This design comes from an exercise in tuning for small area on the open sky130 flow, not from production work. Only the layout flow was run in this run; the RTL was not checked for function there. Power figures rest on the tool's default switching activity, not on a simulated workload.

### run.sh
#!/bin/bash
# synth_recipe.tcl (not shown) runs the flow's synth.tcl, then flattens the netlist and writes it again
# the make line also repeats each setting of config.mk as NAME=value (left out here)
make -C /OpenROAD-flow-scripts/flow DESIGN_CONFIG=/design/flow/config.mk WORK_HOME=/design/flow/orfs CLKGATE_MAP_FILE= SYNTH_SCRIPT=/design/flow/synth_recipe.tcl finish
### config.mk
export PLATFORM = sky130hd
export DESIGN_NAME = dma_rx_path
export DESIGN_NICKNAME = dma_rx_path
export VERILOG_FILES = /design/flow/design.v
export SDC_FILE = /design/flow/constraint.sdc
export NUM_CORES = 4
export LEC_CHECK = 0
export CAP_MARGIN = 20
export CORE_MARGIN = 2
export CORE_UTILIZATION = 40
export SLEW_MARGIN = 20
### constraint.sdc
create_clock -name core_clock -period 5.0 [get_ports {M_AXIS_ACLK}]
set_input_delay 1.0000 -clock core_clock [delete_from_list [all_inputs] [get_ports {M_AXIS_ACLK}]]
set_output_delay 1.0000 -clock core_clock [all_outputs]
set_load 0.01 [all_outputs]
### design.v
`timescale 1ns/1ps
package dma_rx_pkg;
   localparam int IN_DATA_W  = 64;
   localparam int OUT_DATA_W = 256;
   localparam int IN_STRB_W  = IN_DATA_W / 8;
   localparam int OUT_STRB_W = OUT_DATA_W / 8;
   localparam int LANES      = OUT_DATA_W / IN_DATA_W;   
   localparam int LANE_W     = $clog2(LANES);            
   localparam int USER_W     = 128;
   localparam int CNT_W    = 32;
   localparam int WB_ADR_W = 5;    
   localparam int WB_DAT_W = 32;
   typedef logic [IN_DATA_W-1:0]  in_data_t;
   typedef logic [OUT_DATA_W-1:0] out_data_t;
   typedef logic [IN_STRB_W-1:0]  in_strb_t;
   typedef logic [OUT_STRB_W-1:0] out_strb_t;
   typedef logic [USER_W-1:0]     user_t;
   typedef logic [CNT_W-1:0]      cnt_t;
   typedef logic [WB_ADR_W-1:0]   wb_adr_t;
   typedef logic [WB_DAT_W-1:0]   wb_dat_t;
   typedef enum logic [1:0] {
      PK_IDLE = 2'd0,    
      PK_FILL = 2'd1     
   } packer_state_t;
   typedef enum logic [2:0] {
      REG_PKT_OUT      = 3'd0,
      REG_WORD_OUT     = 3'd1,
      REG_PKT_IN       = 3'd2,
      REG_WORD_IN      = 3'd3,
      REG_ERR_IN       = 3'd4,
      REG_EXTRA_IN     = 3'd5,
      REG_PACKER_STATE = 3'd6,
      REG_CLEAR        = 3'd7
   } reg_index_t;
endpackage
`timescale 1ns/1ps
module beat_packer (
   input  logic                      M_AXIS_ACLK,
   input  logic                      reset_n,
   input  dma_rx_pkg::in_data_t      s_axis_tdata,
   input  dma_rx_pkg::in_strb_t      s_axis_tstrb,
   input  dma_rx_pkg::user_t         s_axis_tuser,
   input  logic                      s_axis_tlast,
   input  logic                      s_axis_tvalid,
   output logic                      s_axis_tready,
   output dma_rx_pkg::out_data_t     m_axis_tdata,
   output dma_rx_pkg::out_strb_t     m_axis_tstrb,
   output dma_rx_pkg::user_t         m_axis_tuser,
   output logic                      m_axis_tlast,
   output logic                      m_axis_tvalid,
   input  logic                      m_axis_tready,
   output dma_rx_pkg::packer_state_t packer_state
);
   dma_rx_pkg::out_data_t         asm_data;
   dma_rx_pkg::out_strb_t         asm_strb;
   dma_rx_pkg::user_t             asm_user;     
   logic [dma_rx_pkg::LANE_W-1:0] asm_lane;     
   dma_rx_pkg::out_data_t     next_data;
   dma_rx_pkg::out_strb_t     next_strb;
   dma_rx_pkg::user_t         pkt_user;
   dma_rx_pkg::packer_state_t state_next;
   logic                      beat_acc;
   logic                      word_done;
   assign s_axis_tready = !m_axis_tvalid || m_axis_tready;
   assign beat_acc      = s_axis_tvalid && s_axis_tready;
   assign word_done     = (asm_lane == dma_rx_pkg::LANE_W'(dma_rx_pkg::LANES - 1))
                          || s_axis_tlast;
   assign pkt_user = (packer_state == dma_rx_pkg::PK_IDLE) ? s_axis_tuser : asm_user;
   always_comb begin
      next_data = '0;
      next_strb = '0;
      for (int i = 0; i < dma_rx_pkg::LANES; i++) begin
         if (i < int'(asm_lane)) begin
            next_data[i*dma_rx_pkg::IN_DATA_W +: dma_rx_pkg::IN_DATA_W] =
               asm_data[i*dma_rx_pkg::IN_DATA_W +: dma_rx_pkg::IN_DATA_W];
            next_strb[i*dma_rx_pkg::IN_STRB_W +: dma_rx_pkg::IN_STRB_W] =
               asm_strb[i*dma_rx_pkg::IN_STRB_W +: dma_rx_pkg::IN_STRB_W];
         end else if (i == int'(asm_lane)) begin
            next_data[i*dma_rx_pkg::IN_DATA_W +: dma_rx_pkg::IN_DATA_W] = s_axis_tdata;
            next_strb[i*dma_rx_pkg::IN_STRB_W +: dma_rx_pkg::IN_STRB_W] = s_axis_tstrb;
         end
      end
   end
   always_comb begin
      state_next = packer_state;
      case (packer_state)
         dma_rx_pkg::PK_IDLE: begin
            if (beat_acc && !s_axis_tlast) state_next = dma_rx_pkg::PK_FILL;
         end
         dma_rx_pkg::PK_FILL: begin
            if (beat_acc && s_axis_tlast) state_next = dma_rx_pkg::PK_IDLE;
         end
         default: state_next = dma_rx_pkg::PK_IDLE;
      endcase
   end
   always_ff @(posedge M_AXIS_ACLK) begin
      if (!reset_n) begin
         packer_state  <= dma_rx_pkg::PK_IDLE;
         asm_lane      <= '0;
         m_axis_tvalid <= 1'b0;
      end else begin
         packer_state <= state_next;
         if (m_axis_tvalid && m_axis_tready) m_axis_tvalid <= 1'b0;    
         if (beat_acc) begin
            if (word_done) begin
               asm_lane      <= '0;
               m_axis_tvalid <= 1'b1;    
            end else begin
               asm_lane <= asm_lane + 1'b1;
            end
         end
      end
   end
   always_ff @(posedge M_AXIS_ACLK) begin
      if (beat_acc) begin
         asm_data <= next_data;
         asm_strb <= next_strb;
         asm_user <= pkt_user;
         if (word_done) begin
            m_axis_tdata <= next_data;
            m_axis_tstrb <= next_strb;
            m_axis_tuser <= pkt_user;
            m_axis_tlast <= s_axis_tlast;
         end
      end
   end
endmodule
`timescale 1ns/1ps
module traffic_counters (
   input  logic                 M_AXIS_ACLK,
   input  logic                 reset_n,
   input  logic                 clear,
   input  logic [5:0]           load,        
   input  dma_rx_pkg::cnt_t     load_val,
   input  dma_rx_pkg::in_data_t s_axis_tdata,
   input  dma_rx_pkg::in_strb_t s_axis_tstrb,
   input  logic                 s_axis_tlast,
   input  logic                 s_axis_tvalid,
   input  logic                 s_axis_tready,
   input  logic                 m_axis_tlast,
   input  logic                 m_axis_tvalid,
   input  logic                 m_axis_tready,
   output dma_rx_pkg::cnt_t     pkt_out,
   output dma_rx_pkg::cnt_t     word_out,
   output dma_rx_pkg::cnt_t     pkt_in,
   output dma_rx_pkg::cnt_t     word_in,
   output dma_rx_pkg::cnt_t     err_in,
   output dma_rx_pkg::cnt_t     extra_in
);
   logic in_xfer;
   logic out_xfer;
   assign in_xfer  = s_axis_tvalid && s_axis_tready;
   assign out_xfer = m_axis_tvalid && m_axis_tready;
   always_ff @(posedge M_AXIS_ACLK) begin
      if (!reset_n || clear) begin    
         pkt_out  <= '0;
         word_out <= '0;
         pkt_in   <= '0;
         word_in  <= '0;
         err_in   <= '0;
         extra_in <= '0;
      end else begin
         if (out_xfer) begin
            word_out <= word_out + 1'b1;
            if (m_axis_tlast) pkt_out <= pkt_out + 1'b1;
         end
         if (in_xfer) begin
            if (s_axis_tlast) pkt_in <= pkt_in + 1'b1;
            if (s_axis_tlast || (&s_axis_tstrb)) word_in <= word_in + 1'b1;
            if (s_axis_tdata == '0) err_in <= err_in + 1'b1;    
            if (s_axis_tlast) begin
               extra_in <= '0;
            end else begin
               extra_in <= extra_in + 1'b1;
            end
         end
         if (load[dma_rx_pkg::REG_PKT_OUT])  pkt_out  <= load_val;
         if (load[dma_rx_pkg::REG_WORD_OUT]) word_out <= load_val;
         if (load[dma_rx_pkg::REG_PKT_IN])   pkt_in   <= load_val;
         if (load[dma_rx_pkg::REG_WORD_IN])  word_in  <= load_val;
         if (load[dma_rx_pkg::REG_ERR_IN])   err_in   <= load_val;
         if (load[dma_rx_pkg::REG_EXTRA_IN]) extra_in <= load_val;
      end
   end
endmodule
`timescale 1ns/1ps
module wb_stat_regs (
   input  logic                      M_AXIS_ACLK,
   input  logic                      reset_n,
   input  logic                      wb_cyc,
   input  logic                      wb_stb,
   input  logic                      wb_we,
   input  dma_rx_pkg::wb_adr_t       wb_adr,
   input  dma_rx_pkg::wb_dat_t       wb_dat_w,    
   output logic                      wb_ack,
   output dma_rx_pkg::wb_dat_t       wb_dat_r,
   input  dma_rx_pkg::cnt_t          pkt_out,
   input  dma_rx_pkg::cnt_t          word_out,
   input  dma_rx_pkg::cnt_t          pkt_in,
   input  dma_rx_pkg::cnt_t          word_in,
   input  dma_rx_pkg::cnt_t          err_in,
   input  dma_rx_pkg::cnt_t          extra_in,
   input  dma_rx_pkg::packer_state_t packer_state,
   output logic                      clear,
   output logic [5:0]                load,         
   output dma_rx_pkg::wb_dat_t       load_val
);
   dma_rx_pkg::reg_index_t reg_idx;
   dma_rx_pkg::wb_dat_t    rd_val;
   logic                   req;
   assign req = wb_cyc && wb_stb && !wb_ack;
   assign reg_idx = dma_rx_pkg::reg_index_t'(wb_adr[dma_rx_pkg::WB_ADR_W-1:2]);
   assign clear = req && wb_we && (reg_idx == dma_rx_pkg::REG_CLEAR);
   always_comb begin
      load = '0;
      if (req && wb_we && (int'(reg_idx) < 6)) load[reg_idx] = 1'b1;
   end
   assign load_val = wb_dat_w;
   always_comb begin
      case (reg_idx)
         dma_rx_pkg::REG_PKT_OUT:      rd_val = pkt_out;
         dma_rx_pkg::REG_WORD_OUT:     rd_val = word_out;
         dma_rx_pkg::REG_PKT_IN:       rd_val = pkt_in;
         dma_rx_pkg::REG_WORD_IN:      rd_val = word_in;
         dma_rx_pkg::REG_ERR_IN:       rd_val = err_in;
         dma_rx_pkg::REG_EXTRA_IN:     rd_val = extra_in;
         dma_rx_pkg::REG_PACKER_STATE: rd_val = dma_rx_pkg::wb_dat_t'(packer_state);
         dma_rx_pkg::REG_CLEAR:        rd_val = '0;    
         default:                      rd_val = '0;
      endcase
   end
   always_ff @(posedge M_AXIS_ACLK) begin
      if (!reset_n) begin
         wb_ack <= 1'b0;
      end else begin
         wb_ack <= req;    
      end
   end
   always_ff @(posedge M_AXIS_ACLK) begin
      if (req) wb_dat_r <= rd_val;
   end
endmodule
`timescale 1ns/1ps
module dma_rx_path (
   input  logic                    M_AXIS_ACLK,
   input  logic                    reset_n,
   input  dma_rx_pkg::in_data_t    s_axis_tdata,
   input  dma_rx_pkg::in_strb_t    s_axis_tstrb,
   input  dma_rx_pkg::user_t       s_axis_tuser,
   input  logic                    s_axis_tlast,
   input  logic                    s_axis_tvalid,
   output logic                    s_axis_tready,
   output dma_rx_pkg::out_data_t   m_axis_tdata,
   output dma_rx_pkg::out_strb_t   m_axis_tstrb,
   output dma_rx_pkg::user_t       m_axis_tuser,
   output logic                    m_axis_tlast,
   output logic                    m_axis_tvalid,
   input  logic                    m_axis_tready,
   input  logic                    wb_cyc,
   input  logic                    wb_stb,
   input  logic                    wb_we,
   input  dma_rx_pkg::wb_adr_t     wb_adr,
   input  dma_rx_pkg::wb_dat_t     wb_dat_w,
   output logic                    wb_ack,
   output dma_rx_pkg::wb_dat_t     wb_dat_r
);
   dma_rx_pkg::packer_state_t packer_state;
   dma_rx_pkg::cnt_t          pkt_out;
   dma_rx_pkg::cnt_t          word_out;
   dma_rx_pkg::cnt_t          pkt_in;
   dma_rx_pkg::cnt_t          word_in;
   dma_rx_pkg::cnt_t          err_in;
   dma_rx_pkg::cnt_t          extra_in;
   logic                      clear;       
   logic [5:0]                load;        
   dma_rx_pkg::cnt_t          load_val;
   beat_packer packer0 (
      .M_AXIS_ACLK   (M_AXIS_ACLK),
      .reset_n       (reset_n),
      .s_axis_tdata  (s_axis_tdata),
      .s_axis_tstrb  (s_axis_tstrb),
      .s_axis_tuser  (s_axis_tuser),
      .s_axis_tlast  (s_axis_tlast),
      .s_axis_tvalid (s_axis_tvalid),
      .s_axis_tready (s_axis_tready),
      .m_axis_tdata  (m_axis_tdata),
      .m_axis_tstrb  (m_axis_tstrb),
      .m_axis_tuser  (m_axis_tuser),
      .m_axis_tlast  (m_axis_tlast),
      .m_axis_tvalid (m_axis_tvalid),
      .m_axis_tready (m_axis_tready),
      .packer_state  (packer_state)
   );
   traffic_counters counters0 (
      .M_AXIS_ACLK   (M_AXIS_ACLK),
      .reset_n       (reset_n),
      .clear         (clear),
      .load          (load),
      .load_val      (load_val),
      .s_axis_tdata  (s_axis_tdata),
      .s_axis_tstrb  (s_axis_tstrb),
      .s_axis_tlast  (s_axis_tlast),
      .s_axis_tvalid (s_axis_tvalid),
      .s_axis_tready (s_axis_tready),
      .m_axis_tlast  (m_axis_tlast),
      .m_axis_tvalid (m_axis_tvalid),
      .m_axis_tready (m_axis_tready),
      .pkt_out       (pkt_out),
      .word_out      (word_out),
      .pkt_in        (pkt_in),
      .word_in       (word_in),
      .err_in        (err_in),
      .extra_in      (extra_in)
   );
   wb_stat_regs regs0 (
      .M_AXIS_ACLK  (M_AXIS_ACLK),
      .reset_n      (reset_n),
      .wb_cyc       (wb_cyc),
      .wb_stb       (wb_stb),
      .wb_we        (wb_we),
      .wb_adr       (wb_adr),
      .wb_dat_w     (wb_dat_w),
      .wb_ack       (wb_ack),
      .wb_dat_r     (wb_dat_r),
      .pkt_out      (pkt_out),
      .word_out     (word_out),
      .pkt_in       (pkt_in),
      .word_in      (word_in),
      .err_in       (err_in),
      .extra_in     (extra_in),
      .packer_state (packer_state),
      .clear        (clear),
      .load         (load),
      .load_val     (load_val)
   );
endmodule
==> run summary <==
cells by family after synthesis:
| group | count (synthesis) | synth area share [%] |
|---|---|---|
| mux | 208 | 5.81 |
| buf+inv | 196 | 1.84 |
| flops | 990 | 69.1 |
| fa+ha+maj | 15 | 0.467 |
| simple gates | 717 | 9.28 |
| compound gates | 622 | 9.81 |
| xor+xnor | 171 | 3.73 |
through the flow:
step	area (um^2)	setup WS, ns
finish	52200	1.33
detailed placement	48800	0.622
global route	52200	1.21
CTS	52200	1.36
floorplan	40200	-2.94
global placement	48800	0.645
layer usage:
| layer | global-route usage, % | vias up | share of wire [%] |
|---|---|---|---|
| met5 | 0 | - | 0.021 |
| met4 | 9.47 | 4 | 4.2 |
| met3 | 5.46 | 208 | 6.9 |
| met2 | 38.3 | 956 | 48 |
| met1 | 29.2 | 13304 | 40 |
| li1 | - | 12520 | - |
synth_stat cells (3+ instances only):
cell type,instances
edfxtp_1,793
nand2_1,230
o21ai_0,212
mux2_2,201
dfxtp_1,197
clkbuf_1,162
a21oi_1,136
nor2_1,110
xor2_1,95
and2_1,85
xnor2_1,76
nand3_1,75
a22o_1,72
nand4_1,56
and3_1,46
a211oi_1,44
a222oi_1,32
o211ai_1,32
a22oi_1,30
o21a_1,30
nor3_1,27
inv_1,23
nor4_1,21
and4_1,20
ha_1,15
o22ai_1,10
a31oi_1,9
buf_1,7
mux2i_1,7
nor2b_1,6
o21ai_1,6
nor3_2,5
nor4_2,5
or3_1,5
nor4_4,3
or2_1,3
tightest hold or removal path, cell delays in order, from the launching register on:
cell and delay [ns]:
dfxtp_1 0.35, nand2_1 0.07, a311oi_1 0.08
worst paths after layout:
kind | end | slack (ns) | cells past startpoint | from
min | counters0.pkt_in[1] | 0.55 | 2 | counters0.pkt_in[1]
max reg2reg | packer0.asm_data[138] | 2.24 | 5 | packer0.m_axis_tvalid
max | counters0.err_in[0] | 1.33 | 7 | s_axis_tdata[62]
min reg2reg | counters0.pkt_in[1] | 0.55 | 2 | counters0.pkt_in[1]
area by class of cell:
type,count,area [um^2]
diodes,3,7.51
clock buffers,138,2880
clock inverters,56,482
fillers,8504,47700
inverters,25,104
multi-input cells,1733,11800
flip-flops and latches,990,27800
well taps,1298,1620
repair buffers,749,7510
power breakdown:
part	leakage, uW	total (uW)	switching [uW]	internal, uW
Sequential	0.00929	9510	136	9380
Clock	0.00163	7680	3280	4410
Combinational	0.00647	1550	846	704
state kept, by name, indices dropped and copies added (netlist names), 24 cells and up:
register,flops
counters0.pkt_in,32
packer0.m_axis_tdata,256
counters0.extra_in,32
regs0.wb_dat_r,32
packer0.m_axis_tuser,128
packer0.asm_strb,24
packer0.asm_data,192
counters0.word_in,32
counters0.pkt_out,32
counters0.err_in,32
packer0.m_axis_tstrb,32
packer0.asm_user,128
counters0.word_out,32
==> results.py <==
metrics = {
    "flow_run": {
        "cap_violations": 0,
    },
    "placement": {
        "dp.cells": 4795,
        "gp_congestion": 0.853,
        "portBuffers": 694,
        "hpwl_um": 85000,
    },
    "global_route": {
        "grt_antenna_before_repair": 9,
        "grt_overflow_total": 0,
        "grt_first_pass_wirelength_um": 177000,
        "grt_max_degree": 218,
        "first_global_vias": 25437,
        "grt.total_usage_pct": 23.1,
    },
    "cts": {
        "numCtsBuffers": 107,
        "clkTransAtPathRegs_ns": 0.06,
        "cts.htree.levels": 3,
        "cts_hold_buf": 0,
        "tritoncts": "done",
        "cts_resized": 0,
        "cts-root-buf": "clkbuf_16",
        "clockBufferDepth": 3,
        "clock_latency_ns": 0.69,
        "cts_setup_buffers": 0,
        "clock-sinks": 990,
    },
    "yosys": {
        "async_flop_share_pct": 0,
        "seq_area_frac_synth_pct": 69.1,
        "ys_ff_latch": 990,
        "ys_types": 60,
        "syn-cell-area_mm2": 0.0402,
        "syn_nets": 3179,
        "synth_area_leaders": "edfxtp_1 59%, dfxtp_1 9.8%, mux2_2 5.6%",
        "synth-main-ff-cell": "edfxtp_1",
        "syn_avg_cell_area_um2": 13.8,
        "synthesis.instances": 2919,
        "synth_edf_count": 793,
        "synth.top_cell.area_share_pct": 59.3,
        "ys_warn_count": 3,
        "yosys.area.top_type": "edfxtp_1",
    },
    "timing": {
        "timing.fmax_ghz": 0.273,
        "worst_pin_slew_ns": 1.12,
        "hold_ws_ns": 0.545,
        "final.setup_skew_ns": 0.0135,
        "fin_crit_ns": 3.67,
        "final-setup-viol-count": 0,
        "drv_slew": 0,
        "relSlewSlack_pct": 25.3,
        "post-route-period-util_pct": 73.3,
        "rsz0062_at_grt": "false",
        "hold_violations": 0,
        "final.setup.tns_ns": 0,
    },
    "drt": {
        "drt_wl_total_um": 123000,
        "first_iter_violations": 2578,
        "drt-pass1-iter-count": 6,
        "ant_nets": 0,
        "drc_errors": 0,
        "vias": 26992,
        "drt-vias-per-instance": 5.41,
        "wl_per_cell_um": 24.7,
    },
    "worst_hold_path": {
        "hold_path_class": "flip-flop to flip-flop",
    },
    "die": {
        "die_h_um": 321,
        "rows": 116,
        "initial_utilization_pct": 40.2,
        "ios": 697,
        "die_width_um": 321,
        "dieArea_mm2": 0.103,
        "core_mm2": 0.0999,
    },
    "finish": {
        "finalCoreUtilization_pct": 52.2,
        "layout_commonest_cell": "edfxtp_1",
        "layout_common_cells": "793 x edfxtp_1, 694 x clkdlybuf4s50_1, 229 x nand2_1, 212 x o21ai_0, 201 x mux2_2",
        "nNetsFinal": 3866,
        "areaGrowthSynthToFinish_pct": 29.8,
        "drive_above_1_share_pct": 11.9,
        "final_cells": 4992,
    },
    "power_and_ir_drop": {
        "powerDensity_mw_per_mm2": 359,
        "vdd_drop_max_v": 0.000299,
        "p_leak_uw": 0.0174,
        "power_uw": 18700,
    },
    "worst_setup_path": {
        "worst_path_largest_cell_delay_ns": 0.78,
        "cp_max_fo": 7,
        "required_ns": 5.60,
        "start_kind": "input port",
        "crit_buf_inv": 1,
        "worstPathArrival_ns": 4.27,
        "cp_slowest_cell": "nor4_1",
        "worstSetupEndpointType": "flip-flop",
        "path_cells": "clkdlybuf4s50_1 -> nor4_1 -> nand4_1 -> nor3_2 -> nand2_1 -> xor2_1 -> a211oi_1",
        "crit_family": "simple AND/OR/NAND/NOR gates",
        "crit_type": "input port to flip-flop",
    },
    "run_status": {
        "outcome": "finished clean",
    },
}

-- what the ideal ports hide --
The results above use ideal ports. As a check the final layout listed here was re-extracted and re-timed, cells and wires unchanged. Step 1 (the two cells are an assumption about what drives the block):
set clk [get_ports {M_AXIS_ACLK}]
set_driving_cell -lib_cell sky130_fd_sc_hd__clkbuf_16 $clk
set_driving_cell -lib_cell sky130_fd_sc_hd__buf_2 [delete_from_list [all_inputs] $clk]
Step 2 times the ports against the registers' clock, not the clock port: input delays grow and output delays shrink by t, the midpoint of the rising clock arrivals with the driver on. a / b / c = ideal ports / drivers / drivers and shift; a / b = the first two.
t (ns): 0.760
setup WS [ns]: 1.334 / 1.383 / 0.623
latest minus earliest clock arrival (ns): 0.015 / 0.015
After both steps this run still meets setup and hold. The setup slack of this run moves by +0.049 ns with the drivers and by -0.711 ns with both steps.
